What follows belongs to an exercise in optimizing a design on an open flow for small area; a production flow would make more cautious choices. The RTL was checked by simulation tests, not by an equivalence proof against the original design. No activity file was given, so power comes from the tool's default toggle rates. No driver is modelled on the clock port, so clocking that relies on it looks cheaper here than on a real chip.

v50:
==> flow/design.v (excerpt) <==
module note_sequencer #(
    parameter int ADDR_W   = 8,
    parameter int DUR_W    = 10,
    parameter int TICK_DIV = 500
) (
    input  logic              clk,
    input  logic              rst,
    input  logic [2:0]        live_octave,
    input  logic [2:0]        live_note,
    input  logic              cmd_rec,
    input  logic              cmd_play,
    input  logic              cmd_stop,
    input  logic              loop_en,
    output logic [2:0]        out_octave,
    output logic [2:0]        out_note,
    output logic [1:0]        mode,
    output logic [ADDR_W:0]   rec_count,
    output logic              full
);
Size in the first run: roughly 5100 cells after synthesis, about 4300 flip-flops, ~0.092 mm^2 of cells after synthesis.
==> flow/config.mk <==
export PLATFORM = sky130hd
export DESIGN_NAME = note_sequencer
export DESIGN_NICKNAME = note_sequencer
export VERILOG_FILES = /design/flow/design.v
export SDC_FILE = /design/flow/constraint.sdc
export NUM_CORES = 4
export LEC_CHECK = 0
export CAP_MARGIN = 0
export CORE_MARGIN = 2
export CORE_UTILIZATION = 40
export CTS_CLUSTER_DIAMETER = 100
export CTS_CLUSTER_SIZE = 32
export SLEW_MARGIN = 0
==> flow/constraint.sdc <==
create_clock -name core_clock -period 10.0 [get_ports {clk}]
set_input_delay 2.0000 -clock core_clock [delete_from_list [all_inputs] [get_ports {clk}]]
set_output_delay 2.0000 -clock core_clock [all_outputs]
set_load 0.01 [all_outputs]
run.sh (not shown) runs the stock make flow with config.mk's settings and CLKGATE_MAP_FILE= SYNTH_SCRIPT=/design/flow/synth_recipe.tcl, a recipe that flattens the netlist after the stock synthesis.
v50 went all the way through the flow, and no timing, DRC or antenna check failed.
Changes in v42 relative to v50:
- an added GPL_ROUTABILITY_DRIVEN of 0
- an added GPL_TIMING_DRIVEN of 0
- a change of CORE_UTILIZATION from 40 to 60
- a change of SLEW_MARGIN from 0 to 20
- a change of CAP_MARGIN from 0 to 20
- an added PLACE_DENSITY of 0.7
- a change of CTS_CLUSTER_SIZE from 32 to 34
Findings:
- The layout overhead on the synthesized area number comes out higher for v50 vs v42.
- Of v42 and v50, it is v42 that has the lower initial antenna violation count.
- v42 finished every step from synthesis to the final layout, and the layout passed the timing, design-rule and antenna checks.
- Total via count after detailed routing (lower): v50
diff inputs: v42 => v55
- CTS_CLUSTER_SIZE now 35, was 34
- GPL_TIMING_DRIVEN no longer set, was 0
- GPL_ROUTABILITY_DRIVEN no longer set, was 0
- | worst setup timing slack at the placement stage | v55 vs v42 | 0.088 ns higher |
- Taking v42 as the reference, in v55 multi-input combinational cell area went down by 0.32%; minimum setup slack among reg-to-reg paths went up; number of standard cells in the final layout excluding fillers went down by about 0.9%.
- Looking at end point of the critical path, the mode[0] result is from v55; the mode[1] one comes from v42.
What v7 does differently from v55 at the input level:
- a change of CORE_UTILIZATION from 60 to 40
- a change of CTS_CLUSTER_SIZE from 35 to 30
- a deleted PLACE_DENSITY that had been 0.7
Notes after the runs:
- v7 against v55: worst hold path cell count about even; worst setup timing slack at the placement stage shows a reduction of 0.75 ns.
- | routed wire length | v7 vs v55 | 2300 um higher |
- Summary of v7 over v55: post-route total power shows an increase of 0.00057 W, clock network area share shows an increase of 0.63 points.
- Top-level port count came out exactly the same in v55 and v7.
- Number of non-clock buffers in the layout grows by a few percent when moving from v55 to v7.


Another version of the RTL of note_sequencer (not shown whole).
Size in the first run: ~5300 cells after synthesis, ~30 I/O pins.
Settings: LEC_CHECK=0, CAP_MARGIN=20, CORE_MARGIN=2, CORE_UTILIZATION=40, CTS_CLUSTER_DIAMETER=60, CTS_CLUSTER_SIZE=36, SLEW_MARGIN=20; clock period 10.0 ns.
The first run went through all stages and came out clean.
Next try:
--- a/flow/config.mk
+++ b/flow/config.mk
@@ -10,4 +10,4 @@
 export CORE_UTILIZATION = 40
-export CTS_CLUSTER_DIAMETER = 60
-export CTS_CLUSTER_SIZE = 36
+export CTS_CLUSTER_DIAMETER = 100
+export CTS_CLUSTER_SIZE = 32
 export SLEW_MARGIN = 20
Effect:
- wire length stays flat
- count of clock-buffer cells in the layout drops by 10
- via count shrinks by 0.43%
- design area drops by 1.0%
- die area is unchanged
- fmax stays flat

==> afterwards: timing with drivers on the ports <==
In the flow no input, the clock included, has a driving cell. The finished layouts below were timed again as built, in two steps. Step 1: set_driving_cell puts a clkbuf_16 on clk and a buf_2 on each other input, an assumption about the parent block. Step 2 times the ports against the registers' clock, not the clock port: input delays grow and output delays shrink by t, the midpoint of the rising clock arrivals with the driver on. a / b / c = ideal ports / drivers / drivers and shift; a / b = the first two.
| run | t (ns) | slack for setup (ns) | clock arrival spread, ns | slew at the worst register clock pin (ns) | pins driven straight from the clock port |
|---|---|---|---|---|---|
| v50 | 0.897 | 4.843 / 4.769 / 4.590 | 0.061 / 0.061 | 0.12 / 0.12 | 1 |
| v42 | 0.861 | 5.697 / 5.628 / 5.286 | 0.038 / 0.039 | 0.12 / 0.12 | 1 |
| v55 | 0.855 | 5.454 / 5.384 / 5.286 | 0.050 / 0.050 | 0.12 / 0.12 | 1 |
| v7 | 0.896 | 4.944 / 4.871 / 4.650 | 0.078 / 0.078 | 0.12 / 0.12 | 1 |
| the first run of note 2 | 0.873 | 5.375 / 5.293 / 4.983 | 0.051 / 0.051 | 0.12 / 0.12 | 1 |
| the second run of note 2 | 0.881 | 5.367 / 5.286 / 4.936 | 0.033 / 0.033 | 0.12 / 0.12 | 1 |
After both steps every run listed still meets setup and hold. The setup slack of the second run of note 2, which loses most, moves by -0.081 ns with the drivers and by -0.431 ns with both steps.
